What follows belongs to an exercise in optimizing a design on an open flow for small area and a short achievable clock period; a production flow would make more cautious choices.
In this exercise RTL edits were held to simulation tests only and were not proved equivalent to the original.
Power figures rest on the tool's default switching activity, not on a simulated workload.

==> flow/design.v <==
package nn_pkg;
  localparam int DW_DEF    = 16;
  localparam int DEPTH_DEF = 64;
  localparam int CW_DEF    = $clog2(DEPTH_DEF) + 1;
  localparam int Q_INT_BITS  = 8;
  localparam int Q_FRAC_BITS = 8;
  typedef enum logic [1:0] {
    IDLE = 2'd0,
    FILL = 2'd1,
    RUN  = 2'd2
  } ld_state_t;
  function automatic logic [6:0] fill_threshold(input logic [5:0] nl);
    fill_threshold = (nl == 6'd0) ? 7'd1 : {1'b0, nl};
  endfunction
endpackage
module nn_sync_fifo #(
  parameter int DW    = 16,
  parameter int DEPTH = 64,
  parameter int CW    = $clog2(DEPTH) + 1
) (
  input  logic          clk,
  input  logic          rst_n,
  input  logic          flush,
  input  logic          wr_en,
  input  logic [DW-1:0] wr_data,
  input  logic          rd_en,
  output logic [DW-1:0] rd_data,
  output logic [CW-1:0] count,
  output logic          full,
  output logic          empty
);
  logic [DW-1:0] body [0:DEPTH-2];
  logic [DW-1:0] head_reg;
  logic [DW-1:0] head_next;
  logic [DW-1:0] second;
  logic [CW-1:0] count_reg;
  logic          do_wr;
  logic          do_rd;
  assign full  = (count_reg == CW'(DEPTH));
  assign empty = (count_reg == '0);
  assign count = count_reg;
  assign do_wr = wr_en && !full  && !flush;
  assign do_rd = rd_en && !empty && !flush;
  assign rd_data = head_reg;
  always_ff @(posedge clk) begin
    if (do_wr) begin
      body[0] <= wr_data;
      for (int i = 1; i < DEPTH - 1; i++) begin
        body[i] <= body[i-1];
      end
    end
  end
  always_comb begin
    second = '0;
    for (int i = 0; i < DEPTH - 1; i++) begin
      if (count_reg == CW'(i + 2)) second = second | body[i];
    end
  end
  always_comb begin
    if (do_rd) begin
      head_next = second | ((do_wr && count_reg == CW'(1)) ? wr_data : '0);
    end else if (do_wr && empty) begin
      head_next = wr_data;
    end else begin
      head_next = head_reg;
    end
  end
  always_ff @(posedge clk or negedge rst_n) begin
    if (!rst_n) begin
      head_reg  <= '0;
      count_reg <= '0;
    end else if (flush) begin
      head_reg  <= '0;
      count_reg <= '0;
    end else begin
      head_reg <= head_next;
      if (do_wr && !do_rd) begin
        count_reg <= count_reg + 1'b1;
      end else if (do_rd && !do_wr) begin
        count_reg <= count_reg - 1'b1;
      end
    end
  end
endmodule
module nn_param_loader #(
  parameter int DW    = nn_pkg::DW_DEF,
  parameter int DEPTH = nn_pkg::DEPTH_DEF,
  parameter int CW    = $clog2(DEPTH) + 1
) (
  input  logic          clk,
  input  logic          rst_n,
  input  logic [DW-1:0] s_data,
  input  logic          s_is_bias,
  input  logic          s_valid,
  output logic          s_ready,
  input  logic          run_req,
  input  logic          flush,
  input  logic [5:0]    nl_first,
  input  logic          weight_en,
  input  logic          bias_en,
  input  logic          tot_complete,
  output logic [DW-1:0] wt_in,
  output logic [DW-1:0] bias_in,
  output logic          start,
  output logic          busy,
  output logic [CW-1:0] wt_count,
  output logic [CW-1:0] bias_count,
  output logic          underflow
);
  logic      wt_full, wt_empty;
  logic      bias_full, bias_empty;
  logic      wt_push, bias_push;
  logic      fill_done;
  logic      pop_empty;
  nn_pkg::ld_state_t state_reg, state_next;
  logic      start_reg, start_next;
  logic      underflow_reg;
  assign s_ready   = s_is_bias ? !bias_full : !wt_full;
  assign wt_push   = s_valid && !s_is_bias && !wt_full;
  assign bias_push = s_valid &&  s_is_bias && !bias_full;
  nn_sync_fifo #(.DW(DW), .DEPTH(DEPTH), .CW(CW)) u_wt_fifo (
    .clk     (clk),
    .rst_n   (rst_n),
    .flush   (flush),
    .wr_en   (wt_push),
    .wr_data (s_data),
    .rd_en   (weight_en),
    .rd_data (wt_in),
    .count   (wt_count),
    .full    (wt_full),
    .empty   (wt_empty)
  );
  nn_sync_fifo #(.DW(DW), .DEPTH(DEPTH), .CW(CW)) u_bias_fifo (
    .clk     (clk),
    .rst_n   (rst_n),
    .flush   (flush),
    .wr_en   (bias_push),
    .wr_data (s_data),
    .rd_en   (bias_en),
    .rd_data (bias_in),
    .count   (bias_count),
    .full    (bias_full),
    .empty   (bias_empty)
  );
  assign fill_done = (32'(wt_count)   >= 32'(nn_pkg::fill_threshold(nl_first))) &&
                     (32'(bias_count) >= 32'(nn_pkg::fill_threshold(nl_first)));
  assign pop_empty = (weight_en && wt_empty) || (bias_en && bias_empty);
  always_comb begin
    state_next = state_reg;
    start_next = 1'b0;
    if (flush) begin
      state_next = nn_pkg::IDLE;
    end else begin
      unique case (state_reg)
        nn_pkg::IDLE: if (run_req) state_next = nn_pkg::FILL;
        nn_pkg::FILL: begin
          if (fill_done) begin
            state_next = nn_pkg::RUN;
            start_next = 1'b1;
          end
        end
        nn_pkg::RUN:  if (tot_complete) state_next = nn_pkg::IDLE;
        default: state_next = nn_pkg::IDLE;
      endcase
    end
  end
  always_ff @(posedge clk or negedge rst_n) begin
    if (!rst_n) begin
      state_reg <= nn_pkg::IDLE;
      start_reg <= 1'b0;
    end else begin
      state_reg <= state_next;
      start_reg <= start_next;
    end
  end
  always_ff @(posedge clk or negedge rst_n) begin
    if (!rst_n) begin
      underflow_reg <= 1'b0;
    end else if (flush) begin
      underflow_reg <= 1'b0;
    end else if (pop_empty) begin
      underflow_reg <= 1'b1;
    end
  end
  assign start     = start_reg;
  assign busy      = (state_reg != nn_pkg::IDLE);
  assign underflow = underflow_reg;
endmodule
==> flow/config.mk <==
export PLATFORM = sky130hd
export DESIGN_NAME = nn_param_loader
export DESIGN_NICKNAME = nn_param_loader
export VERILOG_FILES = /design/flow/design.v
export SDC_FILE = /design/flow/constraint.sdc
export NUM_CORES = 4
export LEC_CHECK = 0
export CAP_MARGIN = 20
export CORE_MARGIN = 2
export CORE_UTILIZATION = 40
export SLEW_MARGIN = 20
==> flow/constraint.sdc <==
create_clock -name core_clock -period 6.0 [get_ports {clk}]
set_input_delay 1.2000 -clock core_clock [delete_from_list [all_inputs] [get_ports {clk}]]
set_output_delay 1.2000 -clock core_clock [all_outputs]
set_load 0.01 [all_outputs]
run.sh (not shown) runs the stock make flow with config.mk's settings and CLKGATE_MAP_FILE= SYNTH_SCRIPT=/design/flow/synth_recipe.tcl, a recipe that flattens the netlist after the stock synthesis.
==> next run, changes <==
--- a/flow/design.v
+++ b/flow/design.v
@@ -30,8 +30,8 @@
   output logic          empty
 );
-  logic [DW-1:0] body [0:DEPTH-2];
-  logic [DW-1:0] head_reg;
-  logic [DW-1:0] head_next;
-  logic [DW-1:0] second;
+  localparam int AW = (DEPTH > 1) ? $clog2(DEPTH) : 1;
+  logic [DW-1:0] mem [DEPTH];
+  logic [AW-1:0] wr_ptr_reg;
+  logic [AW-1:0] rd_ptr_reg;
   logic [CW-1:0] count_reg;
   logic          do_wr;
@@ -42,37 +42,26 @@
   assign do_wr = wr_en && !full  && !flush;
   assign do_rd = rd_en && !empty && !flush;
-  assign rd_data = head_reg;
+  assign rd_data = empty ? '0 : mem[rd_ptr_reg];
   always_ff @(posedge clk) begin
     if (do_wr) begin
-      body[0] <= wr_data;
-      for (int i = 1; i < DEPTH - 1; i++) begin
-        body[i] <= body[i-1];
-      end
-    end
-  end
-  always_comb begin
-    second = '0;
-    for (int i = 0; i < DEPTH - 1; i++) begin
-      if (count_reg == CW'(i + 2)) second = second | body[i];
-    end
-  end
-  always_comb begin
-    if (do_rd) begin
-      head_next = second | ((do_wr && count_reg == CW'(1)) ? wr_data : '0);
-    end else if (do_wr && empty) begin
-      head_next = wr_data;
-    end else begin
-      head_next = head_reg;
+      mem[wr_ptr_reg] <= wr_data;
     end
   end
   always_ff @(posedge clk or negedge rst_n) begin
     if (!rst_n) begin
-      head_reg  <= '0;
-      count_reg <= '0;
+      wr_ptr_reg <= '0;
+      rd_ptr_reg <= '0;
+      count_reg  <= '0;
     end else if (flush) begin
-      head_reg  <= '0;
-      count_reg <= '0;
+      wr_ptr_reg <= '0;
+      rd_ptr_reg <= '0;
+      count_reg  <= '0;
     end else begin
-      head_reg <= head_next;
+      if (do_wr) begin
+        wr_ptr_reg <= (wr_ptr_reg == AW'(DEPTH - 1)) ? '0 : wr_ptr_reg + 1'b1;
+      end
+      if (do_rd) begin
+        rd_ptr_reg <= (rd_ptr_reg == AW'(DEPTH - 1)) ? '0 : rd_ptr_reg + 1'b1;
+      end
       if (do_wr && !do_rd) begin
         count_reg <= count_reg + 1'b1;
Effect:
- The changed run went through all stages and came out clean
- hold slack improves by 0.16 ns
- power drops by 3.3%
- setup slack degrades by 1.2 ns
- clock skew climbs by 0.036 ns
- non-clock buffer count climbs by 11
- via count drops by 18%
- utilization drops by 0.49 points
- combinational power climbs by about 4.6%
- wire length drops by about 30%

## port drivers added, routing unchanged
Ports are ideal in the flow. The routed layouts listed here were re-timed in OpenROAD. Step 1 assumes that a clkbuf_16 drives the clock port and a buf_2 every other input. Step 2 also shifts input and output timing later by t, the mid clock arrival at the registers, as if the neighbouring blocks saw the same clock. a / b / c = ideal / step 1 / step 2; a / b = the first two.
run | t (ns) | setup WS [ns] | worst setup path at the end | slew at the worst register clock pin (ns)
the first run | 0.941 | 1.415 / 1.326 / 1.423 | input to register | 0.07 / 0.07
the second run | 0.901 | 0.253 / 0.174 / 1.075 | register to output | 0.07 / 0.07
After both steps setup and hold are still met in every run listed.
